Source: an optimization exercise on an open RTL-to-GDS flow (aim: small area, a short achievable clock period and few clock cycles per item). Production flows keep margins and buffers that such runs may drop. RTL that was checked went through simulation tests only; none was proved equivalent to the original. Function not checked in runs 3 to 5: the RTL went through the layout flow alone. Power figures rest on the tool's default switching activity, not on a simulated workload.

## flow/run.sh

```bash
#!/bin/bash
# synth_recipe.tcl (not shown) runs the flow's synth.tcl, then flattens the netlist and writes it again
# the make line also repeats each setting of config.mk as NAME=value (left out here)
make -C /OpenROAD-flow-scripts/flow DESIGN_CONFIG=/design/flow/config.mk WORK_HOME=/design/flow/orfs CLKGATE_MAP_FILE= SYNTH_SCRIPT=/design/flow/synth_recipe.tcl finish
```

## flow/config.mk

```make
export PLATFORM = sky130hd
export DESIGN_NAME = sonar_range_proximity_blinker_unit
export DESIGN_NICKNAME = sonar_range_proximity_blinker_unit
export VERILOG_FILES = /design/flow/design.v
export SDC_FILE = /design/flow/constraint.sdc
export NUM_CORES = 4
export LEC_CHECK = 0
export ABC_CLOCK_PERIOD_IN_PS = 2400
export CAP_MARGIN = 20
export CORE_MARGIN = 2
export CORE_UTILIZATION = 40
export SETUP_SLACK_MARGIN = 4.6
export SLEW_MARGIN = 20
```

## flow/constraint.sdc

```tcl
create_clock -name core_clock -period 7.0 [get_ports {clk}]
set_input_delay 1.4000 -clock core_clock [delete_from_list [all_inputs] [get_ports {clk}]]
set_output_delay 1.4000 -clock core_clock [all_outputs]
set_load 0.01 [all_outputs]
```

## flow/design.v

```verilog
package srpb_pkg;
  localparam int COUNT_WIDTH = 16;
  localparam int VAL_WIDTH   = 16;
  localparam int CM_CFG_W    = 10;
  localparam int FRAC_BITS   = 10;
  localparam int CFG_IDX_W   = 3;
  localparam int CFG_DATA_W  = 16;
  localparam logic [FRAC_BITS-1:0] DIST_SCALE_Q10 = FRAC_BITS'(878);
  localparam logic [VAL_WIDTH-1:0] ECHO_LAST_INT  = VAL_WIDTH'(56191);
  localparam logic [FRAC_BITS-1:0] ECHO_LAST_FRAC = FRAC_BITS'(146);
  localparam logic [VAL_WIDTH-1:0] RST_TRIGGER_INTERVAL = VAL_WIDTH'(4000);
  localparam logic [CM_CFG_W-1:0]  RST_NEAR_LIMIT_CM    = CM_CFG_W'(10);
  localparam logic [CM_CFG_W-1:0]  RST_FAR_LIMIT_CM     = CM_CFG_W'(100);
  localparam logic [VAL_WIDTH-1:0] RST_NEAR_HALF_PERIOD = VAL_WIDTH'(2000);
  localparam logic [VAL_WIDTH-1:0] RST_FAR_HALF_PERIOD  = VAL_WIDTH'(20000);
  localparam logic [CM_CFG_W-1:0]  RST_TICKS_PER_CM     = CM_CFG_W'(200);
  localparam logic [VAL_WIDTH-1:0] RST_HALF_PERIOD      = VAL_WIDTH'(20000);
  typedef enum logic [CFG_IDX_W-1:0] {
    CFG_TRIGGER_INTERVAL = 3'd0,
    CFG_NEAR_LIMIT_CM    = 3'd1,
    CFG_FAR_LIMIT_CM     = 3'd2,
    CFG_NEAR_HALF_PERIOD = 3'd3,
    CFG_FAR_HALF_PERIOD  = 3'd4,
    CFG_TICKS_PER_CM     = 3'd5
  } srpb_cfg_idx_t;
  typedef struct packed {
    logic action;
    logic echo_level;
  } srpb_item_t;
  typedef struct packed {
    logic                 trigger_out;
    logic                 led_out;
    logic [VAL_WIDTH-1:0] distance_cm;
    logic                 distance_new;
  } srpb_result_t;
endpackage
module srpb_mul (
  input  logic [srpb_pkg::VAL_WIDTH-1:0] acc,
  input  logic [srpb_pkg::VAL_WIDTH-1:0] a,
  input  logic                           bit_i,
  output logic [srpb_pkg::VAL_WIDTH-1:0] acc_next
);
  localparam int VW = srpb_pkg::VAL_WIDTH;
  logic [VW:0] sum;
  assign sum      = {1'b0, acc[VW-2:0], 1'b0} + {1'b0, (bit_i ? a : VW'(0))};
  assign acc_next = (acc[VW-1] || sum[VW]) ? '1 : sum[VW-1:0];
endmodule
module sonar_range_proximity_blinker_unit (
  input  logic                                clk,
  input  logic                                rst,
  input  logic                                item_valid,
  output logic                                item_stall,
  input  srpb_pkg::srpb_item_t                item,
  output logic                                result_valid,
  input  logic                                result_stall,
  output srpb_pkg::srpb_result_t              result,
  input  logic                                cfg_valid,
  output logic                                cfg_ready,
  input  logic [srpb_pkg::CFG_IDX_W-1:0]      cfg_index,
  input  logic [srpb_pkg::CFG_DATA_W-1:0]     cfg_data
);
  localparam int CW = srpb_pkg::COUNT_WIDTH;
  localparam int VW = srpb_pkg::VAL_WIDTH;
  localparam int FB = srpb_pkg::FRAC_BITS;
  localparam int KW = srpb_pkg::CM_CFG_W;
  logic [VW-1:0] trigger_interval;
  logic [KW-1:0] near_limit_cm;
  logic [KW-1:0] far_limit_cm;
  logic [VW-1:0] near_half_period;
  logic [VW-1:0] far_half_period;
  logic [KW-1:0] ticks_per_cm;
  logic [CW-1:0] trigger_count;
  logic          pulse_pending;
  logic          trigger_level;
  logic [VW-1:0] echo_int;       
  logic [FB-1:0] echo_frac;      
  logic [VW-1:0] distance_cm;
  logic [VW-1:0] half_period;
  logic [CW-1:0] blink_count;
  logic          led_state;
  logic          distance_new;
  logic          pending;        
  logic          rv_q;           
  logic          stall_q;        
  logic          ib_valid;       
  srpb_pkg::srpb_item_t ib_item;
  logic [3:0]    scale_left;     
  logic          busy;           
  logic          accept;
  logic          can_proc;
  logic          proc;
  srpb_pkg::srpb_item_t src;
  logic          do_tick;
  logic          do_rise;
  logic          do_fall;
  logic [CW-1:0] trigger_inc;
  logic [CW-1:0] blink_inc;
  logic          trigger_hit;
  logic          blink_hit;
  logic          echo_last;
  logic [FB:0]   frac_sum;
  logic          near_hit;
  logic          mid_hit;
  logic [3:0]    tpc_msb;
  logic [VW-1:0] scale_next;
  logic [3:0]    scale_left_next;
  logic          pending_next;
  logic          ib_valid_next;
  assign cfg_ready    = 1'b1;
  assign item_stall   = stall_q;
  assign result_valid = rv_q;
  assign result       = {trigger_level, led_state, distance_cm, distance_new};
  assign accept   = item_valid && !stall_q;
  assign can_proc = !busy && (!pending || !result_stall);
  assign src      = ib_valid ? ib_item : item;
  assign proc     = (ib_valid || accept) && can_proc;
  assign do_tick  = proc && !src.action;
  assign do_rise  = proc && src.action && src.echo_level;
  assign do_fall  = proc && src.action && !src.echo_level;
  assign trigger_inc = trigger_count + CW'(1);
  assign blink_inc   = blink_count + CW'(1);
  assign trigger_hit = trigger_inc >= trigger_interval;
  assign blink_hit   = blink_inc >= half_period;
  assign frac_sum  = {1'b0, echo_frac} + {1'b0, srpb_pkg::DIST_SCALE_Q10};
  assign echo_last = (echo_int == srpb_pkg::ECHO_LAST_INT) &&
                     (echo_frac == srpb_pkg::ECHO_LAST_FRAC);
  assign near_hit = (echo_int[VW-1:KW] == '0) &&
                    ({echo_int[KW-1:0], |echo_frac} <= {near_limit_cm, 1'b0});
  assign mid_hit  = (echo_int[VW-1:KW] == '0) && (echo_int[KW-1:0] < far_limit_cm);
  always_comb begin
    tpc_msb = 4'd0;
    for (int i = 1; i < KW; i++) begin
      if (ticks_per_cm[i]) tpc_msb = 4'(i);
    end
  end
  srpb_mul u_mul (
    .acc      (half_period),
    .a        (distance_cm),
    .bit_i    (ticks_per_cm[scale_left - 4'd1]),
    .acc_next (scale_next)
  );
  always_comb begin
    scale_left_next = scale_left;
    if (busy) scale_left_next = scale_left - 4'd1;
    else if (do_fall && !near_hit && mid_hit) scale_left_next = tpc_msb;
  end
  always_comb begin
    pending_next = pending;
    if (proc) pending_next = 1'b1;
    else if (rv_q && !result_stall) pending_next = 1'b0;
  end
  always_comb begin
    ib_valid_next = ib_valid;
    if (proc) ib_valid_next = 1'b0;
    else if (accept) ib_valid_next = 1'b1;
  end
  always_ff @(posedge clk) begin
    if (rst) begin
      trigger_interval <= srpb_pkg::RST_TRIGGER_INTERVAL;
      near_limit_cm    <= srpb_pkg::RST_NEAR_LIMIT_CM;
      far_limit_cm     <= srpb_pkg::RST_FAR_LIMIT_CM;
      near_half_period <= srpb_pkg::RST_NEAR_HALF_PERIOD;
      far_half_period  <= srpb_pkg::RST_FAR_HALF_PERIOD;
      ticks_per_cm     <= srpb_pkg::RST_TICKS_PER_CM;
    end else if (cfg_valid) begin
      case (cfg_index)
        srpb_pkg::CFG_TRIGGER_INTERVAL: trigger_interval <= cfg_data;
        srpb_pkg::CFG_NEAR_LIMIT_CM:    near_limit_cm    <= cfg_data[KW-1:0];
        srpb_pkg::CFG_FAR_LIMIT_CM:     far_limit_cm     <= cfg_data[KW-1:0];
        srpb_pkg::CFG_NEAR_HALF_PERIOD: near_half_period <= cfg_data;
        srpb_pkg::CFG_FAR_HALF_PERIOD:  far_half_period  <= cfg_data;
        srpb_pkg::CFG_TICKS_PER_CM:     ticks_per_cm     <= cfg_data[KW-1:0];
        default: ;
      endcase
    end
  end
  always_ff @(posedge clk) begin
    if (rst) begin
      trigger_count <= '0;
      pulse_pending <= 1'b0;
      trigger_level <= 1'b0;
      echo_int      <= '0;
      echo_frac     <= '0;
      distance_cm   <= '0;
      half_period   <= srpb_pkg::RST_HALF_PERIOD;
      blink_count   <= '0;
      led_state     <= 1'b0;
      distance_new  <= 1'b0;
      pending       <= 1'b0;
      rv_q          <= 1'b0;
      stall_q       <= 1'b0;
      ib_valid      <= 1'b0;
      scale_left    <= '0;
      busy          <= 1'b0;
    end else begin
      if (do_tick) begin
        trigger_count <= trigger_hit ? '0 : trigger_inc;
        pulse_pending <= trigger_hit;
        trigger_level <= trigger_hit || (trigger_level && !pulse_pending);
        blink_count   <= blink_hit ? '0 : blink_inc;
        led_state     <= led_state ^ blink_hit;
        if (echo_last) begin
          echo_int  <= '0;
          echo_frac <= '0;
        end else begin
          echo_int  <= echo_int + VW'(frac_sum[FB]);
          echo_frac <= frac_sum[FB-1:0];
        end
      end
      if (do_rise) begin
        echo_int  <= '0;
        echo_frac <= '0;
      end
      if (proc) distance_new <= do_fall;
      if (do_fall) begin
        distance_cm <= echo_int;
        if (near_hit)                half_period <= near_half_period;
        else if (!mid_hit)           half_period <= far_half_period;
        else if (ticks_per_cm == '0) half_period <= '0;
        else                         half_period <= echo_int;
      end
      if (busy) half_period <= scale_next;
      scale_left <= scale_left_next;
      busy       <= scale_left_next != 4'd0;
      pending    <= pending_next;
      rv_q       <= pending_next && scale_left_next == 4'd0;
      ib_valid   <= ib_valid_next;
      stall_q    <= ib_valid_next || scale_left_next != 4'd0;
    end
  end
  always_ff @(posedge clk) begin
    if (accept && !proc) ib_item <= item;
  end
endmodule
```

==> results.py, run 1 <==
metrics = {
    "pwr": {
        "powerDensity_nw_per_um2": 236,
        "p_leak_nw": 5.45,
        "vdd_drop_max_mv": 0.169,
    },
    "route": {
        "drc": 0,
        "routed_wirelength_mm": 31.4,
        "wl_per_cell_um": 18.1,
        "viasPerCell": 5.48,
        "ant_nets": 0,
        "drt_iter0_drc": 693,
        "drt_first_pass_iters": 6,
        "via_count": 9476,
    },
    "die": {
        "die_w_um": 161,
        "floorplan.core_area_sq_um": 24300,
        "pin_count": 48,
        "initial_core_util_pct": 40.6,
        "rows": 57,
        "die_height_um": 161,
        "die_area_sq_um": 26000,
    },
    "grt": {
        "grt_max_degree": 76,
        "grt_overflow": 0,
        "grt_pass1_wl_mm": 48.3,
        "antenna_found_initial": 0,
        "grt_pass1_vias": 9019,
        "track_usage_pct": 23.6,
    },
    "placed_design": {
        "io_buffers": 46,
        "gp_congestion": 0.819,
        "dpl.hpwl_mm": 19.2,
    },
    "yosys": {
        "synth_cell_types": 66,
        "synth-seq-cells": 182,
        "ys_async_sr_fraction_pct": 0,
        "yosysWarnings": 1,
        "synth_edf_count": 2,
        "ys_seq_area_share_pct": 37.1,
        "syn_area_sq_um": 9880,
        "ys.flop_type": "dfxtp_1",
        "postSynthCellCount": 1238,
        "synth_top_area_share_pct": 36.5,
        "synth_nets": 1337,
        "synth.area.top_cells": "dfxtp_1 36%, nand2_1 9.7%, ha_1 9.1%",
        "synth_area_per_cell_sq_um": 7.98,
        "synth_area_leader_cell": "dfxtp_1",
    },
    "timing": {
        "hold_slack_ns": 0.457,
        "fin_crit_sh_pct": 52.4,
        "setup_viol": 0,
        "setup_tns_ns": 0,
        "fmax_mhz": 273,
        "slew_headroom_pct": 36.7,
        "tightest_slew_ns": 0.940,
        "hold_viol_final": 0,
        "slew_viol_final": 0,
        "period_needed_ns": 3.67,
        "clock_skew_ns": 0.0111,
        "rsz0062_at_grt": "yes",
    },
    "critical_path": {
        "r2r-start": "scale_left[1]$_SDFF_PP0_",
        "r2r_end": "half_period[15]$_SDFFE_PP0P_",
        "reg2regPathDepth": 16,
        "required_ns": 7.30,
        "critical_path_class": "reg2reg",
        "end_kind": "flop",
        "worst_setup_path_start_kind": "flop",
        "slowest_stage": "fa_2",
        "path_buf_inv": 1,
        "cp_max_fo": 3,
        "path_cells": "inv_2 > ha_4 > mux4_2 > a21oi_4 > a21oi_4 > and2_4 > ha_2 > fa_2 > a21oi_2 > o211ai_1 > o41ai_2 > o211ai_1 > o41a_1 > xor2_1 > o21ai_1 > a31oi_1",
        "path_delay_family": "compound AO/OA/AOI/OAI gates",
        "cp_slowest_stage_delay_ns": 0.36,
        "r2r_slack_ns": 3.33,
        "cp_data_arrival_time_ns": 3.96,
    },
    "clock_network": {
        "htreeDepth": 4,
        "clock_latency_ns": 0.44,
        "ctsLongestPathBuffers": 2,
        "clock-sinks": 182,
        "path_clk_slew_ns": 0.07,
        "cts_tree": "built",
        "clockRootBuffer": "clkbuf_16",
        "cts_buffers": 17,
        "hold_buffers": 0,
    },
    "cells_and_area": {
        "nets": 1490,
        "drive_above_1_share_pct": 29.3,
        "fillers": 2223,
        "final_common_cell": "nand2_1",
        "antenna_cells": 0,
        "area_growth_pct": 36.9,
        "most-common-layout-cells": "248 x nand2_1, 139 x dfxtp_1, 99 x buf_4",
    },
    "hold_path": {
        "min_path_cells": 2,
        "hold_class": "reg2reg",
        "hold_path_end": "near_half_period[13]$_SDFFE_PP0P_",
        "min-delay-start": "near_half_period[13]$_SDFFE_PP0P_",
    },
    "outcome": {
        "status": "timing/DRC/antenna clean",
    },
    "job": {
        "maxCapViolCount": 0,
    },
}
[state kept, by name, indices dropped and copies added, names as in the netlist, 16 cells and up]
| name | count |
|---|---|
| near_half_period | 16 |
| far_half_period | 16 |
| half_period | 16 |
| blink_count | 16 |
| trigger_interval | 16 |
| distance_cm | 16 |
| echo_int | 16 |
| trigger_count | 16 |
[where the power goes]
| group | total, W | switching, W | internal (W) |
|---|---|---|---|
| Combinational | 0.00108 | 0.000564 | 0.000515 |
| Clock | 0.000932 | 0.000440 | 0.000492 |
| Sequential | 0.00119 | 0.0000800 | 0.00111 |
| Total | 0.00320 | 0.00108 | 0.00211 |
[through the flow]
stage	util, %	total power [W]	worst slack (ns)	std cells	cell area (sq um)
detailed placement	45.2	0.00184	2.75	1565	11000
finish	55.6	0.00320	3.33	1728	13500
floorplan	-	0.00165	3.39	1238	10300
global route	55.6	0.00334	3.19	1728	13500
CTS	53.1	0.00305	3.36	1692	12900
global placement	45.2	0.00183	2.82	1564	11000
[cell families (layout without fill, tap and decap cells)]
logic type,after synthesis,after routing,synth area share (%)
AO/OA/AOI/OAI,282,288,18.3
XOR/XNOR,77,77,6.83
adder cells (fa/ha/maj),73,73,9.32
buffers and inverters,117,276,4.71
flip-flops,182,182,37.1
multiplexers,3,3,0.557
other,1,1,0.0380
AND/OR/NAND/NOR,503,504,23.1
[layout make-up]
| type | instances | area (sq um) | area share (%) |
|---|---|---|---|
| clock buffer | 17 | 425 | 3.14 |
| clock inverter | 15 | 129 | 0.953 |
| inverter | 63 | 243 | 1.79 |
| multi-input combinational | 946 | 6970 | 51.5 |
| sequential | 182 | 3750 | 27.8 |
| tap | 324 | 405 | 3.00 |
| timing repair buffer | 181 | 1600 | 11.9 |
[worst max path at each step]
| stage | slack (ns) | depth (start not counted) | endpoint | from |
|---|---|---|---|---|
| after floorplan | 3.39 | 17 | half_period[15]$_SDFFE_PP0P_ | scale_left[0]$_SDFF_PP0_ |
| after global placement | 2.82 | 8 | stall_q$_SDFF_PP0_ | item[1] |
| after detailed placement | 2.75 | 8 | stall_q$_SDFF_PP0_ | item[1] |
| after CTS | 3.36 | 16 | half_period[15]$_SDFFE_PP0P_ | scale_left[0]$_SDFF_PP0_ |
| after global routing | 3.19 | 16 | half_period[15]$_SDFFE_PP0P_ | scale_left[0]$_SDFF_PP0_ |
| final | 3.33 | 16 | half_period[15]$_SDFFE_PP0P_ | scale_left[1]$_SDFF_PP0_ |
[synth_stat cells (9+ instances only)]
library cell / instances
nand3_1: 50
nand2_1: 256
and2_1: 23
xnor2_1: 29
clkbuf_1: 38
nor2_1: 75
a21o_1: 17
inv_1: 63
o21ai_0: 38
xor2_1: 48
nand4_1: 16
a21oi_1: 108
and3_1: 26
a211oi_1: 9
nand2b_1: 13
a31oi_1: 17
nor3_1: 12
ha_1: 72
nor2b_1: 10
o211ai_1: 26
dfxtp_1: 180
[worst min-delay path, cell delays in order (launching register included)]
cell and delay (ns):
dfxtp_1 0.31, nand2_1 0.05, a21oi_1 0.05
[routing by layer]
metal	global-route usage [%]	part of all wire [%]	vias up
met5	0	0	-
met4	8.77	3.0	0
met3	3.70	4.7	50
met2	40.4	49	233
li1	-	-	4646
met1	30.0	43	4547
[repair_timing]
item	in CTS	in global routing
pin swaps	81	47
cloned	9	1
resized for setup	270	92
buffers inserted	86	35
endpoints found under the setup margin	190	92
endpoints found under the hold margin	0	0
Testbench counts, summed over its fixed seeds: cycles 96,220, items 96,000.
==> run 2: changes to the inputs <==
--- a/flow/config.mk
+++ b/flow/config.mk
@@ -7,3 +7,2 @@
 export LEC_CHECK = 0
-export ABC_CLOCK_PERIOD_IN_PS = 2400
 export CAP_MARGIN = 20
@@ -11,3 +10,2 @@
 export CORE_UTILIZATION = 40
-export SETUP_SLACK_MARGIN = 4.6
 export SLEW_MARGIN = 20
==> run 2 against run 1 <==
  * Still clean
  * Maximum frequency fell by 20%
  * Sequential share of layout area rose by 5.0 points
  * First-iteration DRC count fell by 20%
  * Total power fell by 16%
  * Combinational power fell by 45%
  * Flip-flop and latch count did not move
  * Global-route usage fell by 2.8 points
  * Largest cell class unchanged
==> results.py, run 2 <==
metrics = {
    "die": {
        "die_w_um": 161,
        "die_height_um": 161,
        "floorplan.core_area_sq_um": 24300,
        "initial_core_util_pct": 40.6,
        "rows": 57,
        "pin_count": 48,
        "die_area_sq_um": 26000,
    },
    "pwr": {
        "vdd_drop_max_mv": 0.167,
        "powerDensity_nw_per_um2": 242,
        "p_leak_nw": 4.45,
    },
    "clock_network": {
        "post_cts_buffers": 0,
        "clockRootBuffer": "clkbuf_16",
        "cts_tree": "built",
        "hold_buffers": 0,
        "clock-sinks": 182,
        "htreeDepth": 4,
        "clock_latency_ns": 0.44,
        "path_clk_slew_ns": 0.07,
        "cts_buffers": 17,
        "ctsLongestPathBuffers": 2,
        "cts_resized": 0,
    },
    "placed_design": {
        "place_ws_ns": 2.27,
        "place_inst": 1563,
        "dpl.hpwl_mm": 18.8,
        "io_buffers": 46,
        "gp_congestion": 0.849,
        "place_area_sq_um": 10600,
    },
    "cells_and_area": {
        "area_growth_pct": 13.0,
        "antenna_cells": 0,
        "final_cells": 1595,
        "most-common-layout-cells": "256 x nand2_1, 180 x dfxtp_1, 107 x a21oi_1",
        "nets": 1357,
        "final_common_cell": "nand2_1",
        "fin_area_sq_um": 11200,
        "drive_above_1_share_pct": 4.80,
    },
    "grt": {
        "grt_max_degree": 92,
        "grt_pass1_wl_mm": 43.0,
        "track_usage_pct": 20.7,
        "antenna_found_initial": 0,
        "grt_overflow": 0,
        "grt_pass1_vias": 8067,
    },
    "timing": {
        "fmax_mhz": 219,
        "fin_crit_sh_pct": 65.3,
        "hold_viol_final": 0,
        "hold_slack_ns": 0.457,
        "setup_viol": 0,
        "clock_skew_ns": 0.0110,
        "period_needed_ns": 4.57,
        "slew_headroom_pct": 32.4,
        "setup_tns_ns": 0,
        "slew_viol_final": 0,
        "tightest_slew_ns": 1.01,
        "rsz0062_at_grt": "no",
        "fin_ws_ns": 2.43,
    },
    "critical_path": {
        "path_cells": "inv_1 > ha_1 > mux4_2 > a21oi_1 > a21oi_2 > and2_1 > ha_1 > fa_1 > a21oi_1 > o211ai_1 > o41ai_1 > o211ai_1 > o41a_1 > xor2_1 > o21ai_0 > a31oi_1",
        "cp_data_arrival_time_ns": 4.85,
        "critical_path_class": "reg2reg",
        "slowest_stage": "o41ai_1",
        "required_ns": 7.28,
        "path_buf_inv": 1,
        "end_kind": "flop",
        "r2r_slack_ns": 2.43,
        "reg2regPathDepth": 16,
        "cp_max_fo": 16,
        "r2r_end": "half_period[15]$_SDFFE_PP0P_",
        "worst_setup_path_start_kind": "flop",
        "r2r-start": "scale_left[0]$_SDFF_PP0_",
        "path_delay_family": "compound AO/OA/AOI/OAI gates",
        "cp_slowest_stage_delay_ns": 0.53,
    },
    "yosys": {
        "syn_area_sq_um": 9880,
        "yosysWarnings": 1,
        "yosys-top-cells-count": "256 x nand2_1, 180 x dfxtp_1, 108 x a21oi_1",
        "yosysMostFrequentCell": "nand2_1",
        "synth_nets": 1337,
        "synth-seq-cells": 182,
        "synth.area.top_cells": "dfxtp_1 36%, nand2_1 9.7%, ha_1 9.1%",
        "synth_top_area_share_pct": 36.5,
        "synth_area_leader_cell": "dfxtp_1",
        "synth_area_per_cell_sq_um": 7.98,
        "ys_async_sr_fraction_pct": 0,
        "synth_cell_types": 66,
        "synth_edf_count": 2,
        "ys.flop_type": "dfxtp_1",
        "ys_seq_area_share_pct": 37.1,
        "postSynthCellCount": 1238,
    },
    "hold_path": {
        "min-delay-start": "far_limit_cm[3]$_SDFFE_PP0P_",
        "min_path_cells": 2,
        "hold_class": "reg2reg",
        "hold_path_end": "far_limit_cm[3]$_SDFFE_PP0P_",
    },
    "route": {
        "drc": 0,
        "wl_per_cell_um": 16.5,
        "via_count": 8472,
        "routed_wirelength_mm": 26.2,
        "viasPerCell": 5.31,
        "drt_iter0_drc": 553,
        "drt_first_pass_iters": 5,
        "ant_nets": 0,
    },
    "job": {
        "maxCapViolCount": 0,
    },
    "outcome": {
        "status": "timing/DRC/antenna clean",
    },
}
==> run 2: cell counts after synthesis <==
Identical to the previous run, type by type.
==> run 2: worst max path at each step <==
stage / slack, ns / cells past startpoint / start / endpoint
2_1_floorplan: 2.95 / 17 / scale_left[0]$_SDFF_PP0_ / half_period[15]$_SDFFE_PP0P_
3_3_place_gp: 2.44 / 16 / scale_left[0]$_SDFF_PP0_ / half_period[15]$_SDFFE_PP0P_
3_5_place_dp: 2.27 / 16 / scale_left[0]$_SDFF_PP0_ / half_period[15]$_SDFFE_PP0P_
4_1_cts: 2.25 / 16 / scale_left[0]$_SDFF_PP0_ / half_period[15]$_SDFFE_PP0P_
5_1_grt: 2.08 / 16 / scale_left[0]$_SDFF_PP0_ / half_period[15]$_SDFFE_PP0P_
6_report: 2.43 / 16 / scale_left[0]$_SDFF_PP0_ / half_period[15]$_SDFFE_PP0P_
==> run 2: area by class of cell <==
type	instances	area (sq um)
clock buffer	19	454
clock inverter	13	95.1
fill	2413	13200
inverter	63	236
multi-input combinational	939	5790
sequential	182	3660
tap	324	405
timing repair buffer	55	526
==> run 2: logic make-up (layout without fill, tap and decap cells) <==
kind of cell    count (synthesis)  in the layout  synth area share (%)
mux                             3              3                 0.557
simple gates                  503            503                  23.1
compound gates                282            282                  18.3
flops                         182            182                  37.1
buf+inv                       117            150                  4.71
other cells                     1              1                0.0380
fa+ha+maj                      73             73                  9.32
xor+xnor                       77             77                  6.83
==> run 2: worst reg2reg max path, delay by kind of cell, from the launching register on <==
family	cells	cell delay (ns)
flops	1	0.45
buf+inv	1	0.12
compound gates	9	2.16
xor+xnor	1	0.17
fa+ha+maj	3	0.98
mux	1	0.31
simple gates	1	0.24
==> run 2: per-stage QoR <==
stage / power (W) / utilization (%)
final: 0.00270 / 45.9
after global routing: 0.00284 / 45.9
after CTS: 0.00271 / 45.9
after detailed placement: 0.00179 / 43.6
after global placement: 0.00177 / 43.6
after floorplan: 0.00160 / -
==> run 2: routing by layer <==
metal / track usage, % / wire length (um) / vias up
met5: 0 / 0 / -
met1: 27.7 / 12400 / 3946
li1: - / - / 4346
met4: 5.84 / 497 / 0
met3: 3.06 / 851 / 27
met2: 35.0 / 12500 / 153
==> run 2: report_power, final <==
group          internal (W)  switching, W
registers           0.00111     0.0000676
logic              0.000224      0.000371
clock network      0.000480      0.000447
total               0.00181      0.000886
==> run 3: changes to the inputs <==
--- a/flow/design.v
+++ b/flow/design.v
@@ -71,3 +71,3 @@
   logic [KW-1:0] ticks_per_cm;
-  logic [CW-1:0] trigger_count;
+  logic [CW-1:0] trigger_next;   
   logic          pulse_pending;
@@ -78,3 +78,3 @@
   logic [VW-1:0] half_period;
-  logic [CW-1:0] blink_count;
+  logic [CW-1:0] blink_next;     
   logic          led_state;
@@ -88,2 +88,3 @@
   logic          busy;           
+  logic          scale_bit;      
   logic          accept;
@@ -100,3 +101,3 @@
   logic          echo_last;
-  logic [FB:0]   frac_sum;
+  logic          echo_carry;
   logic          near_hit;
@@ -104,2 +105,4 @@
   logic [3:0]    tpc_msb;
+  logic          tpc_msb_bit;
+  logic          scale_bit_next;
   logic [VW-1:0] scale_next;
@@ -119,7 +122,7 @@
   assign do_fall  = proc && src.action && !src.echo_level;
-  assign trigger_inc = trigger_count + CW'(1);
-  assign blink_inc   = blink_count + CW'(1);
-  assign trigger_hit = trigger_inc >= trigger_interval;
-  assign blink_hit   = blink_inc >= half_period;
-  assign frac_sum  = {1'b0, echo_frac} + {1'b0, srpb_pkg::DIST_SCALE_Q10};
+  assign trigger_inc = trigger_next + CW'(1);
+  assign blink_inc   = blink_next + CW'(1);
+  assign trigger_hit = trigger_next >= trigger_interval;
+  assign blink_hit   = blink_next >= half_period;
+  assign echo_carry = echo_frac >= FB'(1024 - 878);
   assign echo_last = (echo_int == srpb_pkg::ECHO_LAST_INT) &&
@@ -130,6 +133,17 @@
   always_comb begin
-    tpc_msb = 4'd0;
+    tpc_msb     = 4'd0;
+    tpc_msb_bit = 1'b0;
     for (int i = 1; i < KW; i++) begin
-      if (ticks_per_cm[i]) tpc_msb = 4'(i);
-    end
+      if (ticks_per_cm[i]) begin
+        tpc_msb     = 4'(i);
+        tpc_msb_bit = ticks_per_cm[i-1];
+      end
+    end
+  end
+  always_comb begin
+    scale_bit_next = 1'b0;
+    for (int i = 0; i < KW - 1; i++) begin
+      if (scale_left == 4'(i + 2)) scale_bit_next = ticks_per_cm[i];
+    end
+    if (!busy) scale_bit_next = tpc_msb_bit;
   end
@@ -138,3 +152,3 @@
     .a        (distance_cm),
-    .bit_i    (ticks_per_cm[scale_left - 4'd1]),
+    .bit_i    (scale_bit),
     .acc_next (scale_next)
@@ -178,3 +192,3 @@
     if (rst) begin
-      trigger_count <= '0;
+      trigger_next  <= CW'(1);
       pulse_pending <= 1'b0;
@@ -185,3 +199,3 @@
       half_period   <= srpb_pkg::RST_HALF_PERIOD;
-      blink_count   <= '0;
+      blink_next    <= CW'(1);
       led_state     <= 1'b0;
@@ -196,6 +210,6 @@
       if (do_tick) begin
-        trigger_count <= trigger_hit ? '0 : trigger_inc;
+        trigger_next  <= trigger_hit ? CW'(1) : trigger_inc;
         pulse_pending <= trigger_hit;
         trigger_level <= trigger_hit || (trigger_level && !pulse_pending);
-        blink_count   <= blink_hit ? '0 : blink_inc;
+        blink_next    <= blink_hit ? CW'(1) : blink_inc;
         led_state     <= led_state ^ blink_hit;
@@ -205,4 +219,4 @@
         end else begin
-          echo_int  <= echo_int + VW'(frac_sum[FB]);
-          echo_frac <= frac_sum[FB-1:0];
+          if (echo_carry) echo_int <= echo_int + VW'(1);
+          echo_frac <= echo_frac + srpb_pkg::DIST_SCALE_Q10;
         end
@@ -232,2 +246,3 @@
     if (accept && !proc) ib_item <= item;
+    scale_bit <= scale_bit_next;
   end
--- a/flow/config.mk
+++ b/flow/config.mk
@@ -7,2 +7,3 @@
 export LEC_CHECK = 0
+export ABC_CLOCK_PERIOD_IN_PS = 2400
 export CAP_MARGIN = 20
@@ -10,2 +11,3 @@
 export CORE_UTILIZATION = 40
+export SETUP_SLACK_MARGIN = 4.6
 export SLEW_MARGIN = 20
==> run 3 against run 2 <==
  * Still clean on timing, DRC and antenna
  * Area after synthesis shrank 0.25%
  * Maximum frequency is 70% higher
  * Synthesized cell count is 0.40% higher
  * Worst hold slack lost 0.0037 ns
  * Critical path type is now in2reg
  * Largest power group unchanged
==> results.py, run 3 <==
metrics = {
    "route": {
        "viasPerCell": 5.41,
        "routed_wirelength_mm": 29.5,
        "drt_iter0_drc": 661,
        "drt_first_pass_iters": 5,
        "via_count": 9149,
        "ant_nets": 0,
        "drc": 0,
        "wl_per_cell_um": 17.5,
    },
    "cells_and_area": {
        "fillers": 2252,
        "final_common_cell": "nand2_1",
        "area_growth_pct": 32.3,
        "most-common-layout-cells": "221 x nand2_1, 148 x dfxtp_1, 102 x a21oi_1",
        "drive_above_1_share_pct": 24.1,
        "antenna_cells": 0,
        "final_cells": 1690,
        "fin_area_sq_um": 13000,
        "nets": 1455,
    },
    "yosys": {
        "ys_seq_area_share_pct": 37.4,
        "synth_area_leader_cell": "dfxtp_1",
        "syn_area_sq_um": 9860,
        "ys.flop_type": "dfxtp_1",
        "synth_nets": 1344,
        "ys_async_sr_fraction_pct": 0,
        "synth-seq-cells": 183,
        "synth_area_per_cell_sq_um": 7.93,
        "postSynthCellCount": 1243,
        "synth_top_area_share_pct": 36.8,
        "yosysMostFrequentCell": "nand2_1",
        "yosysWarnings": 1,
        "synth.area.top_cells": "dfxtp_1 37%, ha_1 9.4%, nand2_1 8.8%",
        "yosys-top-cells-count": "230 x nand2_1, 181 x dfxtp_1, 113 x a21oi_1",
        "synth_cell_types": 68,
        "synth_edf_count": 2,
    },
    "timing": {
        "fin_crit_sh_pct": 38.3,
        "period_needed_ns": 2.68,
        "setup_viol": 0,
        "setup_tns_ns": 0,
        "tightest_slew_ns": 0.610,
        "fmax_mhz": 373,
        "rsz0062_at_grt": "yes",
        "clock_skew_ns": 0.0185,
        "slew_viol_final": 0,
        "hold_viol_final": 0,
        "slew_headroom_pct": 59.3,
    },
    "die": {
        "rows": 57,
        "initial_core_util_pct": 40.6,
        "floorplan.core_area_sq_um": 24200,
        "die_area_sq_um": 25900,
        "die_height_um": 161,
        "die_w_um": 161,
        "pin_count": 48,
    },
    "clock_network": {
        "hold_buffers": 0,
        "clock_latency_ns": 0.44,
        "cts_buffers": 17,
        "clockRootBuffer": "clkbuf_16",
        "path_clk_slew_ns": 0.07,
        "htreeDepth": 4,
        "cts_tree": "built",
        "clock-sinks": 183,
        "ctsLongestPathBuffers": 2,
    },
    "grt": {
        "antenna_found_initial": 0,
        "top_usage_layer": "met2",
        "grt_max_degree": 62,
        "grtUsageMet2_pct": 36.1,
        "track_usage_pct": 22.3,
        "grt_pass1_wl_mm": 45.8,
        "gr-usage-met1_pct": 30.1,
        "grt_use_met3_pct": 4.19,
        "grt_pass1_vias": 8480,
        "grt_overflow": 0,
    },
    "outcome": {
        "status": "timing/DRC/antenna clean",
    },
    "placed_design": {
        "io_buffers": 46,
        "place_area_sq_um": 10800,
        "place_inst": 1570,
        "dpl.hpwl_mm": 18.0,
        "gp_congestion": 0.821,
    },
    "job": {
        "maxCapViolCount": 0,
    },
    "pwr": {
        "vdd_drop_max_mv": 0.159,
        "power_frac_comb_pct": 27.7,
        "powerDensity_nw_per_um2": 234,
        "power.internal_w": 0.00209,
        "p_leak_nw": 5.21,
        "pwr-share-seq_pct": 39.7,
        "switchingPower_w": 0.000970,
        "switching_share_pct": 31.7,
        "pwr-share-clk_pct": 32.6,
    },
    "hold_path": {
        "min_path_cells": 2,
        "min-delay-start": "far_half_period[6]$_SDFFE_PP0P_",
        "hold_class": "reg2reg",
        "hold_path_end": "far_half_period[6]$_SDFFE_PP0P_",
    },
    "critical_path": {
        "reg2regPathDepth": 10,
        "worst_setup_path_start_kind": "input port",
        "r2r_end": "stall_q$_SDFF_PP0_",
        "r2r-start": "echo_int[13]$_SDFFE_PP0P_",
        "required_ns": 7.30,
        "cp_max_fo": 5,
        "r2r_slack_ns": 4.37,
        "end_kind": "flop",
        "cp_data_arrival_time_ns": 2.98,
        "critical_path_class": "in2reg",
    },
}
[run 3: worst max path at each step]
stage | depth (start not counted) | from | slack, ns | endpoint
after floorplan | 9 | item[0] | 4.02 | stall_q$_SDFF_PP0_
after global placement | 9 | item[1] | 2.73 | stall_q$_SDFF_PP0_
after detailed placement | 9 | item[1] | 2.67 | stall_q$_SDFF_PP0_
after CTS | 9 | item[0] | 4.32 | stall_q$_SDFF_PP0_
after global routing | 9 | item_valid | 4.21 | stall_q$_SDFF_PP0_
final | 9 | item[0] | 4.32 | stall_q$_SDFF_PP0_
[run 3: layer usage]
| metal | vias up | part of all wire (%) |
|---|---|---|
| met5 | - | 0 |
| met4 | 0 | 3.0 |
| met3 | 55 | 4.9 |
| met2 | 217 | 46 |
| met1 | 4365 | 46 |
| li1 | 4512 | - |
[run 3: worst max-delay path: stages]
cell and delay (ns):
buf_8 0.10, nor3b_4 0.20, o221a_4 0.25, o41ai_2 0.07
o21ba_4 0.27, and2_4 0.20, a211oi_4 0.08, nor4_4 0.32
a21oi_1 0.10
[run 3: logic make-up after synthesis]
kind of cell / after synthesis / share of synthesized area (%)
adders and majority gates: 75 / 9.60
AOI/OAI and AO/OA: 257 / 16.4
other: 1 / 0.0380
muxes: 9 / 1.04
DFF: 183 / 37.4
buffers and inverters: 122 / 5.03
and+or+nand+nor: 533 / 25.0
xor gates and xnor gates: 63 / 5.60
[run 3: what timing repair did]
item / CTS / global route
gates resized for setup: 211 / 129
pin swaps: 28 / 78
setup endpoints to repair: 193 / 167
setup buffers: 38 / 41
cloned: 8 / 2
[run 3: cell type report]
class,count,area (sq um),share of cell area (%)
inverter,68,255,1.96
tap,324,405,3.11
clock buffer,19,433,3.32
multi-input combinational,943,6680,51.2
sequential,183,3740,28.7
timing repair buffer,141,1360,10.4
clock inverter,12,166,1.28
[run 3: power by group through the flow]
| stage | sequential [W] | combinational [W] | clock [W] |
|---|---|---|---|
| final | 0.00121 | 0.000848 | 0.000995 |
| after global routing | 0.00122 | 0.000918 | 0.00106 |
| after CTS | 0.00120 | 0.000689 | 0.00101 |
| after detailed placement | 0.00122 | 0.000544 | 0 |
| after global placement | 0.00123 | 0.000537 | 0 |
| after floorplan | 0.00119 | 0.000424 | 0 |
[run 3: through the flow]
stage	total power, W	setup slack, ns	hold slack, ns	util (%)
after CTS	0.00290	4.32	0.453	50.4
final	0.00306	4.32	0.453	53.8
after floorplan	0.00162	4.02	0.432	-
after global routing	0.00320	4.21	0.468	53.8
after detailed placement	0.00177	2.67	0.443	44.4
after global placement	0.00176	2.73	0.442	44.4
==> run 4: changes to the inputs <==
--- a/flow/design.v
+++ b/flow/design.v
@@ -81,7 +81,10 @@
   logic          distance_new;
+  logic          h_tick;
+  logic          h_rise;
+  logic          h_fall;
+  logic          e_valid;
+  srpb_pkg::srpb_item_t e_item;
+  logic          stall_q;        
   logic          pending;        
   logic          rv_q;           
-  logic          stall_q;        
-  logic          ib_valid;       
-  srpb_pkg::srpb_item_t ib_item;
   logic [3:0]    scale_left;     
@@ -89,6 +92,5 @@
   logic          scale_bit;      
-  logic          accept;
-  logic          can_proc;
+  logic          push;
+  logic          res_ok;
   logic          proc;
-  srpb_pkg::srpb_item_t src;
   logic          do_tick;
@@ -96,2 +98,5 @@
   logic          do_fall;
+  logic          head_free;
+  srpb_pkg::srpb_item_t nh_item;
+  logic          nh_valid;
   logic [CW-1:0] trigger_inc;
@@ -104,2 +109,3 @@
   logic          mid_hit;
+  logic          will_scale;
   logic [3:0]    tpc_msb;
@@ -108,5 +114,4 @@
   logic [VW-1:0] scale_next;
-  logic [3:0]    scale_left_next;
+  logic          busy_next;
   logic          pending_next;
-  logic          ib_valid_next;
   assign cfg_ready    = 1'b1;
@@ -115,9 +120,11 @@
   assign result       = {trigger_level, led_state, distance_cm, distance_new};
-  assign accept   = item_valid && !stall_q;
-  assign can_proc = !busy && (!pending || !result_stall);
-  assign src      = ib_valid ? ib_item : item;
-  assign proc     = (ib_valid || accept) && can_proc;
-  assign do_tick  = proc && !src.action;
-  assign do_rise  = proc && src.action && src.echo_level;
-  assign do_fall  = proc && src.action && !src.echo_level;
+  assign res_ok  = !(pending && result_stall);
+  assign proc    = (h_tick || h_rise || h_fall) && !busy && res_ok;
+  assign do_tick = h_tick && !busy && res_ok;
+  assign do_rise = h_rise && !busy && res_ok;
+  assign do_fall = h_fall && !busy && res_ok;
+  assign push      = item_valid && !stall_q;
+  assign head_free = !(h_tick || h_rise || h_fall) || proc;
+  assign nh_valid  = e_valid || push;
+  assign nh_item   = e_valid ? e_item : item;
   assign trigger_inc = trigger_next + CW'(1);
@@ -127,4 +134,4 @@
   assign echo_carry = echo_frac >= FB'(1024 - 878);
-  assign echo_last = (echo_int == srpb_pkg::ECHO_LAST_INT) &&
-                     (echo_frac == srpb_pkg::ECHO_LAST_FRAC);
+  assign echo_last  = (echo_int == srpb_pkg::ECHO_LAST_INT) &&
+                      (echo_frac == srpb_pkg::ECHO_LAST_FRAC);
   assign near_hit = (echo_int[VW-1:KW] == '0) &&
@@ -142,2 +149,3 @@
   end
+  assign will_scale = !near_hit && mid_hit && (tpc_msb != 4'd0);
   always_comb begin
@@ -155,17 +163,4 @@
   );
-  always_comb begin
-    scale_left_next = scale_left;
-    if (busy) scale_left_next = scale_left - 4'd1;
-    else if (do_fall && !near_hit && mid_hit) scale_left_next = tpc_msb;
-  end
-  always_comb begin
-    pending_next = pending;
-    if (proc) pending_next = 1'b1;
-    else if (rv_q && !result_stall) pending_next = 1'b0;
-  end
-  always_comb begin
-    ib_valid_next = ib_valid;
-    if (proc) ib_valid_next = 1'b0;
-    else if (accept) ib_valid_next = 1'b1;
-  end
+  assign busy_next    = busy ? (scale_left != 4'd1) : (do_fall && will_scale);
+  assign pending_next = proc || (pending && !(rv_q && !result_stall));
   always_ff @(posedge clk) begin
@@ -202,6 +197,9 @@
       distance_new  <= 1'b0;
+      h_tick        <= 1'b0;
+      h_rise        <= 1'b0;
+      h_fall        <= 1'b0;
+      e_valid       <= 1'b0;
+      stall_q       <= 1'b0;
       pending       <= 1'b0;
       rv_q          <= 1'b0;
-      stall_q       <= 1'b0;
-      ib_valid      <= 1'b0;
       scale_left    <= '0;
@@ -234,10 +232,21 @@
         else                         half_period <= echo_int;
-      end
-      if (busy) half_period <= scale_next;
-      scale_left <= scale_left_next;
-      busy       <= scale_left_next != 4'd0;
-      pending    <= pending_next;
-      rv_q       <= pending_next && scale_left_next == 4'd0;
-      ib_valid   <= ib_valid_next;
-      stall_q    <= ib_valid_next || scale_left_next != 4'd0;
+        scale_left <= tpc_msb;
+      end
+      if (busy) begin
+        half_period <= scale_next;
+        scale_left  <= scale_left - 4'd1;
+      end
+      busy    <= busy_next;
+      pending <= pending_next;
+      rv_q    <= pending_next && !busy_next;
+      if (head_free) begin
+        h_tick  <= nh_valid && !nh_item.action;
+        h_rise  <= nh_valid && nh_item.action && nh_item.echo_level;
+        h_fall  <= nh_valid && nh_item.action && !nh_item.echo_level;
+        e_valid <= e_valid && push;
+        stall_q <= e_valid && push;
+      end else begin
+        e_valid <= e_valid || push;
+        stall_q <= e_valid || push;
+      end
     end
@@ -245,3 +254,3 @@
   always_ff @(posedge clk) begin
-    if (accept && !proc) ib_item <= item;
+    if (push && (e_valid || !head_free)) e_item <= item;
     scale_bit <= scale_bit_next;
--- a/flow/config.mk
+++ b/flow/config.mk
@@ -7,3 +7,3 @@
 export LEC_CHECK = 0
-export ABC_CLOCK_PERIOD_IN_PS = 2400
+export ABC_CLOCK_PERIOD_IN_PS = 2000
 export CAP_MARGIN = 20
@@ -11,3 +11,3 @@
 export CORE_UTILIZATION = 40
-export SETUP_SLACK_MARGIN = 4.6
+export SETUP_SLACK_MARGIN = 4.3
 export SLEW_MARGIN = 20
==> run 4 against run 3 <==
  * Still clean on timing, DRC and antenna
  * Combinational power is 78% lower
  * Non-clock buffer count is 50 lower
  * Critical endpoint is now half_period[3]$_SDFFE_PP0P_
  * Largest cell class unchanged
  * Total power is 24% lower
  * Flip-flop and latch count is 2 higher
  * Worst hold slack worse by 0.0012 ns
  * Die area is 1.8% higher
==> results.py, run 4 <==
metrics = {
    "pwr": {
        "power.internal_w": 0.00174,
        "power_frac_comb_pct": 8.0,
        "switching_share_pct": 24.6,
        "powerDensity_nw_per_um2": 193,
        "p_leak_nw": 4.78,
        "switchingPower_w": 0.000569,
        "vdd_drop_max_mv": 0.138,
        "pwr-share-seq_pct": 47.6,
        "pwr-share-clk_pct": 44.4,
    },
    "yosys": {
        "yosys-top-cells-count": "224 x nand2_1, 183 x dfxtp_1, 108 x a21oi_1",
        "ys_seq_area_share_pct": 37.1,
        "yosysMostFrequentCell": "nand2_1",
        "synth_cell_types": 76,
        "yosysWarnings": 1,
        "synth_area_leader_cell": "dfxtp_1",
        "postSynthCellCount": 1238,
        "ys_async_sr_fraction_pct": 0,
        "ys.flop_type": "dfxtp_1",
        "synth_nets": 1339,
        "synth-seq-cells": 185,
        "synth.area.top_cells": "dfxtp_1 36%, ha_1 9.2%, nand2_1 8.4%",
        "syn_area_sq_um": 10000,
        "synth_edf_count": 2,
        "synth_area_per_cell_sq_um": 8.11,
        "synth_top_area_share_pct": 36.5,
    },
    "hold_path": {
        "hold_class": "reg2reg",
    },
    "route": {
        "ant_nets": 0,
        "viasPerCell": 5.33,
        "drt_first_pass_iters": 5,
        "routed_wirelength_mm": 27.8,
        "wl_per_cell_um": 17.1,
        "drt_iter0_drc": 656,
        "drc": 0,
        "via_count": 8686,
    },
    "timing": {
        "fin_crit_sh_pct": 38.2,
        "clock_skew_ns": 0.0118,
        "hold_viol_final": 0,
        "slew_headroom_pct": 35.0,
        "tightest_slew_ns": 0.974,
        "fmax_mhz": 374,
        "rsz0062_at_grt": "yes",
        "slew_viol_final": 0,
        "setup_viol": 0,
        "setup_tns_ns": 0,
        "hold_slack_ns": 0.452,
        "period_needed_ns": 2.67,
    },
    "critical_path": {
        "critical_path_class": "reg2reg",
        "worst_setup_path_start_kind": "flop",
        "end_kind": "flop",
        "required_ns": 7.30,
        "cp_max_fo": 7,
        "cp_data_arrival_time_ns": 2.97,
    },
    "placed_design": {
        "dpl.hpwl_mm": 18.8,
        "gp_congestion": 0.814,
        "io_buffers": 46,
    },
    "die": {
        "initial_core_util_pct": 41.1,
        "floorplan.core_area_sq_um": 24500,
        "die_height_um": 162,
        "die_w_um": 162,
        "die_area_sq_um": 26400,
        "pin_count": 48,
        "rows": 57,
    },
    "cells_and_area": {
        "final_common_cell": "nand2_1",
        "nets": 1392,
        "fillers": 2383,
        "area_growth_pct": 18.9,
        "most-common-layout-cells": "221 x nand2_1, 174 x dfxtp_1, 105 x a21oi_1",
        "drive_above_1_share_pct": 13.0,
        "fin_util_pct": 48.8,
    },
    "clock_network": {
        "path_clk_slew_ns": 0.07,
        "clock-sinks": 185,
        "cts_buffers": 17,
        "clock_latency_ns": 0.44,
        "cts_tree": "built",
        "clockRootBuffer": "clkbuf_16",
        "ctsLongestPathBuffers": 2,
        "htreeDepth": 4,
    },
    "grt": {
        "antenna_found_initial": 0,
        "grt_pass1_wl_mm": 43.7,
        "track_usage_pct": 21.1,
        "grt_max_degree": 82,
        "grt_overflow": 0,
        "grt_pass1_vias": 7992,
    },
    "job": {
        "maxCapViolCount": 0,
    },
    "outcome": {
        "status": "timing/DRC/antenna clean",
    },
}
## run 4: cell types whose count changed after synthesis, moves of 7 or more
| cell | change |
|---|---|
| nand3_1 | -26 |
| a211o_1 | +14 |
| or3_1 | +7 |
| a31oi_1 | +7 |
| o211ai_1 | -19 |
| nor3_1 | +9 |
| and2_1 | -7 |
| nand2b_1 | -12 |
| a32oi_1 | +8 |
| and2_0 | +7 |
| nand3b_1 | +14 |
## run 4: worst paths after layout
kind / from / end / slack (ns) / cells past startpoint
worst min-delay path: far_half_period[3]$_SDFFE_PP0P_ / far_half_period[3]$_SDFFE_PP0P_ / 0.45 / 2
worst max-delay path: scale_bit$_DFF_P_ / half_period[3]$_SDFFE_PP0P_ / 4.33 / 10
worst min register to register: far_half_period[3]$_SDFFE_PP0P_ / far_half_period[3]$_SDFFE_PP0P_ / 0.45 / 2
worst max register to register: scale_bit$_DFF_P_ / half_period[3]$_SDFFE_PP0P_ / 4.33 / 10
## run 4: final cells by class
type                            instances  area [sq um]  area share, %
Antenna cell                            1          2.50         0.0210
Inverter                               67           251           2.11
Clock buffer                           20           457           3.82
Clock inverter                         12           164           1.37
Timing Repair Buffer                   91           855           7.16
Multi-Input combinational cell        929          6070           50.8
Sequential cell                       185          3740           31.3
Tap cell                              324           405           3.39
## run 4: per-stage QoR
| stage | instances | worst slack, ns | instance area, sq um | power [W] |
|---|---|---|---|---|
| after floorplan | 1238 | 4.32 | 10100 | 0.00122 |
| after global placement | 1555 | 2.83 | 10700 | 0.00128 |
| after detailed placement | 1555 | 2.70 | 10700 | 0.00128 |
| after CTS | 1602 | 4.30 | 11600 | 0.00231 |
| after global routing | 1628 | 4.19 | 11900 | 0.00239 |
| final | 1629 | 4.33 | 11900 | 0.00231 |
## run 4: timing repair
| item | in CTS | in global routing |
|---|---|---|
| endpoints found under the setup margin | 172 | 78 |
| resized for setup | 69 | 53 |
| setup buffers | 12 | 26 |
| cloned | 3 | 0 |
| hold buffers | 0 | 0 |
| pin swaps | 8 | 16 |
## run 4: cells by family (layout without fill, tap and decap cells)
family                   count (synthesis)  count (layout)  synth area share [%]
adder cells (fa/ha/maj)                 75              75                  9.42
AND/OR/NAND/NOR                        515             517                  24.2
buffers and inverters                  126             190                  5.58
XOR/XNOR                                62              62                  5.41
flip-flops                             185             185                  37.1
other                                    1               2                0.0373
multiplexers                            12              12                  1.23
AO/OA/AOI/OAI                          262             262                  17.1
## run 4: metal layers
layer / global-route usage, % / part of all wire [%] / wire, um
met2: 34.2 / 46 / 12900
met3: 2.65 / 3.4 / 941
met4: 6.88 / 2.4 / 679
met1: 29.1 / 48 / 13300
met5: 0 / 0 / 0
## run 4: critical path, cell delays in order, from the launching register on
cell and delay [ns]:
dfxtp_4 0.35, buf_6 0.13, and2_4 0.16, ha_4 0.16, or4_4 0.51, o22a_4 0.26
a211oi_4 0.36, buf_4 0.19, nor2_2 0.07, o21ai_0 0.23, a31oi_1 0.10
## run 4: power groups by stage
| stage | combinational, W | sequential (W) | clock (W) |
|---|---|---|---|
| after floorplan | 0.000109 | 0.00112 | 0 |
| after global placement | 0.000158 | 0.00112 | 0 |
| after detailed placement | 0.000160 | 0.00112 | 0 |
| after CTS | 0.000171 | 0.00110 | 0.00103 |
| after global routing | 0.000205 | 0.00110 | 0.00108 |
| final | 0.000185 | 0.00110 | 0.00102 |
==> run 5: changes to the inputs <==
--- a/flow/config.mk
+++ b/flow/config.mk
@@ -11,3 +11,3 @@
 export CORE_UTILIZATION = 40
-export SETUP_SLACK_MARGIN = 4.3
+export SETUP_SLACK_MARGIN = 4.6
 export SLEW_MARGIN = 20
==> run 5 against run 4 <==
  * Core utilization up 3.9 points
  * Combinational power is 15% higher
  * Sequential share of layout area decreased by 1.9 points
  * Maximum frequency increased by 4.0%
  * Critical path type unchanged
  * Largest cell class unchanged
==> results.py, run 5 <==
metrics = {
    "outcome": {
        "status": "timing/DRC/antenna clean",
    },
    "pwr": {
        "pwr-share-seq_pct": 48.7,
        "pwr-share-clk_pct": 41.9,
        "power_frac_comb_pct": 9.4,
        "p_leak_nw": 5.10,
        "powerDensity_nw_per_um2": 175,
        "vdd_drop_max_mv": 0.142,
        "power.internal_w": 0.00167,
        "switchingPower_w": 0.000592,
        "switching_share_pct": 26.2,
    },
    "yosys": {
        "yosysWarnings": 1,
        "synth-seq-cells": 185,
        "postSynthCellCount": 1238,
        "synth_area_per_cell_sq_um": 8.11,
        "yosysMostFrequentCell": "nand2_1",
        "synth_area_leader_cell": "dfxtp_1",
        "yosys-top-cells-count": "224 x nand2_1, 183 x dfxtp_1, 108 x a21oi_1",
        "ys_seq_area_share_pct": 37.1,
        "synth_nets": 1339,
        "synth_edf_count": 2,
        "synth_top_area_share_pct": 36.5,
        "syn_area_sq_um": 10000,
        "synth_cell_types": 76,
        "ys.flop_type": "dfxtp_1",
        "synth.area.top_cells": "dfxtp_1 36%, ha_1 9.2%, nand2_1 8.4%",
        "ys_async_sr_fraction_pct": 0,
    },
    "critical_path": {
        "r2r_slack_ns": 4.43,
        "cp_data_arrival_time_ns": 2.87,
        "cp_max_fo": 8,
        "worst_setup_path_start_kind": "flop",
        "end_kind": "flop",
        "required_ns": 7.30,
        "path_cells": "buf_6 > and2_4 > ha_4 > or4_4 > o22a_4 > a211oi_4 > nor2_4 > o41ai_2 > o211ai_1",
        "crit_path_start": "scale_bit$_DFF_P_",
        "critical_path.endpoint": "half_period[11]$_SDFFE_PP1P_",
        "reg2regPathDepth": 9,
        "slowest_stage": "or4_4",
        "cp_slowest_stage_delay_ns": 0.41,
        "r2r-start": "scale_bit$_DFF_P_",
        "r2r_end": "half_period[11]$_SDFFE_PP1P_",
        "critical_path_class": "reg2reg",
    },
    "die": {
        "die_area_sq_um": 26400,
        "die_w_um": 162,
        "pin_count": 48,
        "die_height_um": 162,
        "rows": 57,
        "floorplan.core_area_sq_um": 24500,
        "initial_core_util_pct": 41.1,
    },
    "clock_network": {
        "clock-sinks": 185,
        "cts_tree": "built",
        "hold_buffers": 0,
        "htreeDepth": 4,
        "cts_buffers": 17,
        "clock_latency_ns": 0.43,
        "ctsLongestPathBuffers": 2,
        "path_clk_slew_ns": 0.07,
        "clockRootBuffer": "clkbuf_16",
    },
    "cells_and_area": {
        "fillers": 2230,
        "fin_area_sq_um": 12900,
        "area_growth_pct": 28.3,
        "multi_input_area_sq_um": 6550,
        "final_common_cell": "nand2_1",
        "register_area_sq_um": 3780,
        "most-common-layout-cells": "217 x nand2_1, 147 x dfxtp_1, 103 x a21oi_1",
        "drive_above_1_share_pct": 23.7,
        "nets": 1442,
    },
    "timing": {
        "fmax_mhz": 389,
        "setup_viol": 0,
        "hold_slack_ns": 0.456,
        "period_needed_ns": 2.57,
        "rsz0062_at_grt": "yes",
        "setup_tns_ns": 0,
        "fin_crit_sh_pct": 36.7,
        "fin_ws_ns": 4.43,
        "tightest_slew_ns": 0.884,
        "slew_viol_final": 0,
        "clock_skew_ns": 0.00966,
        "slew_headroom_pct": 40.8,
        "hold_viol_final": 0,
    },
    "route": {
        "ant_nets": 0,
        "wl_per_cell_um": 18.2,
        "drt_first_pass_iters": 7,
        "viasPerCell": 5.50,
        "via_count": 9224,
        "drt_iter0_drc": 666,
        "routed_wirelength_mm": 30.5,
        "drc": 0,
    },
    "grt": {
        "antenna_found_initial": 1,
        "grt_max_degree": 88,
        "grt_overflow": 0,
        "grt_pass1_vias": 8803,
        "track_usage_pct": 23.1,
        "grt_pass1_wl_mm": 48.1,
    },
    "hold_path": {
        "min_path_cells": 2,
        "hold_class": "reg2reg",
    },
    "placed_design": {
        "place_ws_ns": 2.84,
        "gp_congestion": 0.844,
        "io_buffers": 46,
        "place_area_sq_um": 10700,
        "dpl.hpwl_mm": 18.9,
    },
    "job": {
        "maxCapViolCount": 0,
    },
}
==> run 5: cell counts after synthesis <==
Identical to the previous run, type by type.
==> run 5: per-layer routing <==
layer / track usage [%] / up-vias / part of all wire, %
li1: - / 4517 / -
met1: 30.6 / 4404 / 44
met2: 38.9 / 246 / 49
met3: 3.18 / 57 / 4.6
met4: 7.60 / 0 / 2.6
met5: 0 / - / 0
==> run 5: how the worst min path moves through the flow <==
| stage | startpoint | to | slack [ns] |
|---|---|---|---|
| 2_1_floorplan | far_half_period[10]$_SDFFE_PP1P_ | far_half_period[10]$_SDFFE_PP1P_ | 0.43 |
| 3_3_place_gp | far_half_period[0]$_SDFFE_PP0P_ | far_half_period[0]$_SDFFE_PP0P_ | 0.44 |
| 3_5_place_dp | far_half_period[7]$_SDFFE_PP0P_ | far_half_period[7]$_SDFFE_PP0P_ | 0.45 |
| 4_1_cts | far_half_period[7]$_SDFFE_PP0P_ | far_half_period[7]$_SDFFE_PP0P_ | 0.46 |
| 5_1_grt | trigger_interval[1]$_SDFFE_PP0P_ | trigger_interval[1]$_SDFFE_PP0P_ | 0.47 |
| 6_report | trigger_interval[2]$_SDFFE_PP0P_ | trigger_interval[2]$_SDFFE_PP0P_ | 0.46 |
==> run 5: power by group through the flow <==
| stage | clock network [W] | registers [W] | logic, W |
|---|---|---|---|
| detailed placement | 0 | 0.00112 | 0.000163 |
| global route | 0.000997 | 0.00110 | 0.000231 |
| floorplan | 0 | 0.00112 | 0.000113 |
| CTS | 0.000951 | 0.00110 | 0.000196 |
| global placement | 0 | 0.00112 | 0.000161 |
| finish | 0.000946 | 0.00110 | 0.000212 |
==> run 5: logic make-up (layout without fill, tap and decap cells) <==
logic type / after synthesis / in the layout / synth area share [%]
adders and majority gates: 75 / 75 / 9.42
AOI/OAI and AO/OA: 262 / 263 / 17.1
DFF: 185 / 185 / 37.1
other: 1 / 2 / 0.0373
muxes: 12 / 12 / 1.23
and+or+nand+nor: 515 / 518 / 24.2
buffers and inverters: 126 / 237 / 5.58
xor gates and xnor gates: 62 / 62 / 5.41
==> run 5: worst max-delay path, delay by kind of cell (launching register included) <==
family | cells | cell delay (ns)
AO/OA/AOI/OAI | 4 | 1.04
flip-flops | 1 | 0.40
buffers and inverters | 1 | 0.16
adder cells (fa/ha/maj) | 1 | 0.16
AND/OR/NAND/NOR | 3 | 0.67
==> run 5: timing repair <==
item,in CTS,in global routing
endpoints found under the setup margin,203,128
setup buffers,55,26
gates cloned,7,2
gates resized for setup,227,104
pin swaps,38,36
==> run 5: area by class of cell <==
class	count	area share, %
repair buffers	139	10.3
multi-input cells	931	50.8
clock buffers	21	3.74
inverters	67	1.95
clock inverters	10	0.641
flip-flops and latches	185	29.4
diodes	1	0.0194
well taps	324	3.15
==> run 5: per-stage QoR <==
| stage | instances | total power (W) | utilization, % |
|---|---|---|---|
| finish | 1678 | 0.00226 | 52.7 |
| global route | 1677 | 0.00233 | 52.7 |
| CTS | 1649 | 0.00225 | 50.3 |
| detailed placement | 1556 | 0.00129 | 43.8 |
| global placement | 1556 | 0.00128 | 43.8 |
| floorplan | 1238 | 0.00123 | - |
==> run 6: changes to the inputs <==
--- a/flow/design.v
+++ b/flow/design.v
@@ -38,3 +38,3 @@
   input  logic [srpb_pkg::VAL_WIDTH-1:0] acc,
-  input  logic [srpb_pkg::VAL_WIDTH-1:0] a,
+  input  logic [srpb_pkg::CM_CFG_W-1:0]  a,
   input  logic                           bit_i,
@@ -44,3 +44,3 @@
   logic [VW:0] sum;
-  assign sum      = {1'b0, acc[VW-2:0], 1'b0} + {1'b0, (bit_i ? a : VW'(0))};
+  assign sum      = {1'b0, acc[VW-2:0], 1'b0} + {1'b0, VW'(bit_i ? a : '0)};
   assign acc_next = (acc[VW-1] || sum[VW]) ? '1 : sum[VW-1:0];
@@ -159,3 +159,3 @@
     .acc      (half_period),
-    .a        (distance_cm),
+    .a        (distance_cm[KW-1:0]),
     .bit_i    (scale_bit),
==> flow/flow/run.sh (new file) <==
#!/bin/bash
# The standard layout, with the port buffers made from plain buffers
# (sky130_fd_sc_hd__buf_4) instead of the delay cell buffer_ports picks by default
set -euo pipefail
bash standard.sh "BUFFER_PORTS_ARGS=-buffer_cell sky130_fd_sc_hd__buf_4" finish > flow.log 2>&1
==> flow/standard.sh (new file) <==
#!/bin/bash
# synth_recipe.tcl (not shown) runs the flow's synth.tcl, then flattens the netlist and writes it again
# the make line also repeats each setting of config.mk as NAME=value (left out here)
make -C /OpenROAD-flow-scripts/flow DESIGN_CONFIG=/design/flow/config.mk WORK_HOME=/design/flow/orfs CLKGATE_MAP_FILE= SYNTH_SCRIPT=/design/flow/synth_recipe.tcl "${@:-finish}"
--- a/flow/config.mk
+++ b/flow/config.mk
@@ -11,3 +11,3 @@
 export CORE_UTILIZATION = 40
-export SETUP_SLACK_MARGIN = 4.6
+export SETUP_SLACK_MARGIN = 4.5
 export SLEW_MARGIN = 20
removed: flow/run.sh
==> run 6 against run 5 <==
  * Sequential power is essentially flat
  * Still clean on timing, DRC and antenna
  * Wire length shrank 7.4%
  * Area after synthesis shrank 1.6%
  * Setup slack lost 0.018 ns
  * First-iteration DRC count shrank 1.4%
==> results.py, run 6 <==
metrics = {
    "timing": {
        "setup_viol": 0,
        "fin_ws_ns": 4.41,
        "clock_skew_ns": 0.00950,
        "rsz0062_at_grt": "yes",
        "slew_headroom_pct": 40.9,
        "hold_viol_final": 0,
        "period_needed_ns": 2.59,
        "setup_tns_ns": 0,
        "fin_crit_sh_pct": 36.9,
        "tightest_slew_ns": 0.885,
        "fmax_mhz": 387,
        "slew_viol_final": 0,
    },
    "route": {
        "via_count": 8883,
        "viasPerCell": 5.51,
        "drc": 0,
        "ant_nets": 0,
        "wl_per_cell_um": 17.5,
        "routed_wirelength_mm": 28.3,
        "drt_iter0_drc": 657,
        "drt_first_pass_iters": 6,
    },
    "cells_and_area": {
        "final_common_cell": "nand2_1",
        "fillers": 2329,
        "antenna_cells": 0,
        "area_growth_pct": 19.4,
        "fin_area_sq_um": 11800,
        "multi_input_area_sq_um": 6120,
        "most-common-layout-cells": "246 x nand2_1, 168 x dfxtp_1, 103 x a21oi_1",
        "register_area_sq_um": 3750,
        "nets": 1371,
        "drive_above_1_share_pct": 17.3,
    },
    "clock_network": {
        "cts_tree": "built",
        "htreeDepth": 4,
        "clock-sinks": 185,
        "ctsLongestPathBuffers": 2,
        "clockRootBuffer": "clkbuf_16",
        "cts_buffers": 17,
        "path_clk_slew_ns": 0.07,
        "hold_buffers": 0,
        "clock_latency_ns": 0.44,
    },
    "yosys": {
        "syn_area_sq_um": 9880,
        "synth_edf_count": 2,
        "synth-seq-cells": 185,
        "synth_area_per_cell_sq_um": 8.04,
        "synth_cell_types": 86,
        "synth.area.top_cells": "dfxtp_1 37%, nand2_1 9.5%, ha_1 8.6%",
        "ys_seq_area_share_pct": 37.7,
        "postSynthCellCount": 1230,
        "synth_top_area_share_pct": 37.1,
        "ys.flop_type": "dfxtp_1",
        "yosysWarnings": 1,
        "synth_area_leader_cell": "dfxtp_1",
        "yosys-top-cells-count": "250 x nand2_1, 183 x dfxtp_1, 107 x a21oi_1",
        "yosysMostFrequentCell": "nand2_1",
        "synth_nets": 1325,
        "ys_async_sr_fraction_pct": 0,
    },
    "die": {
        "floorplan.core_area_sq_um": 24300,
        "die_w_um": 161,
        "die_area_sq_um": 26000,
        "rows": 57,
        "initial_core_util_pct": 40.6,
        "die_height_um": 161,
        "pin_count": 48,
    },
    "pwr": {
        "power_frac_comb_pct": 8.0,
        "p_leak_nw": 4.61,
        "switchingPower_w": 0.000573,
        "pwr-share-clk_pct": 44.4,
        "switching_share_pct": 24.7,
        "power.internal_w": 0.00174,
        "powerDensity_nw_per_um2": 196,
        "vdd_drop_max_mv": 0.137,
        "pwr-share-seq_pct": 47.6,
    },
    "critical_path": {
        "cp_slowest_stage_delay_ns": 0.26,
        "slowest_stage": "and4_4",
        "cp_data_arrival_time_ns": 2.89,
        "cp_max_fo": 6,
        "path_cells": "buf_8 > a21oi_4 > and2_4 > and4_4 > buf_4 > nand3_4 > nor3_2 > xnor2_1 > a211oi_2",
        "end_kind": "flop",
        "required_ns": 7.30,
        "critical_path_class": "in2reg",
        "worst_setup_path_start_kind": "input port",
    },
    "outcome": {
        "status": "timing/DRC/antenna clean",
    },
    "placed_design": {
        "io_buffers": 46,
        "place_ws_ns": 3.39,
        "dpl.hpwl_mm": 18.5,
        "gp_congestion": 0.825,
        "place_area_sq_um": 10500,
    },
    "grt": {
        "grt_overflow": 0,
        "grt_max_degree": 78,
        "track_usage_pct": 21.4,
        "grt_pass1_wl_mm": 44.7,
        "grt_pass1_vias": 8287,
        "antenna_found_initial": 0,
    },
    "job": {
        "maxCapViolCount": 0,
    },
    "hold_path": {
        "hold_class": "reg2reg",
    },
}
-- run 6: path summary, 6_finish.rpt --
| kind | start | endpoint | slack (ns) | cells past startpoint |
|---|---|---|---|---|
| setup / recovery | result_stall | trigger_next[15]$_SDFFE_PP0P_ | 4.41 | 9 |
| hold / removal | far_half_period[4]$_SDFFE_PP0P_ | far_half_period[4]$_SDFFE_PP0P_ | 0.46 | 2 |
| hold reg to reg | far_half_period[4]$_SDFFE_PP0P_ | far_half_period[4]$_SDFFE_PP0P_ | 0.46 | 2 |
| setup reg to reg | scale_bit$_DFF_P_ | half_period[13]$_SDFFE_PP0P_ | 4.54 | 11 |
-- run 6: area by class of cell --
class	count	area share [%]
well taps	324	3.43
clock inverters	13	1.51
clock buffers	19	3.67
multi-input cells	919	51.9
repair buffers	79	5.40
inverters	74	2.35
flip-flops and latches	185	31.8
-- run 6: metal layers --
metal | track usage, % | share of wire (%)
met5 | 0 | 0
met3 | 3.78 | 5.3
met1 | 28.8 | 46
met4 | 5.40 | 1.7
met2 | 35.7 | 47
-- run 6: timing repair --
| item | 4_1_cts | 5_1_grt |
|---|---|---|
| pin swaps | 16 | 25 |
| setup endpoints to repair | 74 | 98 |
| cloned | 2 | 3 |
| endpoints found under the hold margin | 0 | 0 |
| setup buffers | 8 | 20 |
| gates resized for setup | 29 | 70 |
-- run 6: cells by family (layout without fill, tap and decap cells) --
| group | after synthesis | after routing | synth area share (%) |
|---|---|---|---|
| muxes | 3 | 3 | 0.443 |
| adders and majority gates | 69 | 69 | 8.81 |
| DFF | 185 | 185 | 37.7 |
| AOI/OAI and AO/OA | 286 | 288 | 19.4 |
| other | 1 | 1 | 0.0379 |
| and+or+nand+nor | 495 | 498 | 22.9 |
| xor gates and xnor gates | 60 | 60 | 5.32 |
| buffers and inverters | 131 | 185 | 5.42 |
-- run 6: worst max-delay path, delay by kind of cell --
kind	cells	cell delay [ns]
AND/OR/NAND/NOR	4	0.84
AO/OA/AOI/OAI	2	0.27
buffers and inverters	2	0.22
XOR/XNOR	1	0.15
-- run 6: power by group through the flow --
stage / Clock, W / Sequential, W / Combinational [W]
finish: 0.00103 / 0.00110 / 0.000185
global route: 0.00108 / 0.00111 / 0.000204
CTS: 0.00104 / 0.00110 / 0.000172
detailed placement: 0 / 0.00112 / 0.000163
global placement: 0 / 0.00112 / 0.000161
floorplan: 0 / 0.00112 / 0.000112
-- run 6: stage by stage --
step	total power, W	hold WS [ns]	utilization, %	cells
floorplan	0.00123	0.432	-	1230
global placement	0.00129	0.442	43.1	1548
detailed placement	0.00129	0.445	43.1	1548
CTS	0.00232	0.456	46.4	1590
global route	0.00239	0.476	48.5	1613
finish	0.00232	0.456	48.5	1613
Testbench counts of run 6, summed over its fixed seeds: cycles 96,228, items 96,000.

Check on run 6: ideal ports give 4.414 ns setup slack; a clkbuf_16 on the clock port and buf_2 on the inputs give 4.420 ns; moving port delays by the midpoint clock arrival (0.479 ns) as well gives 3.941 ns.
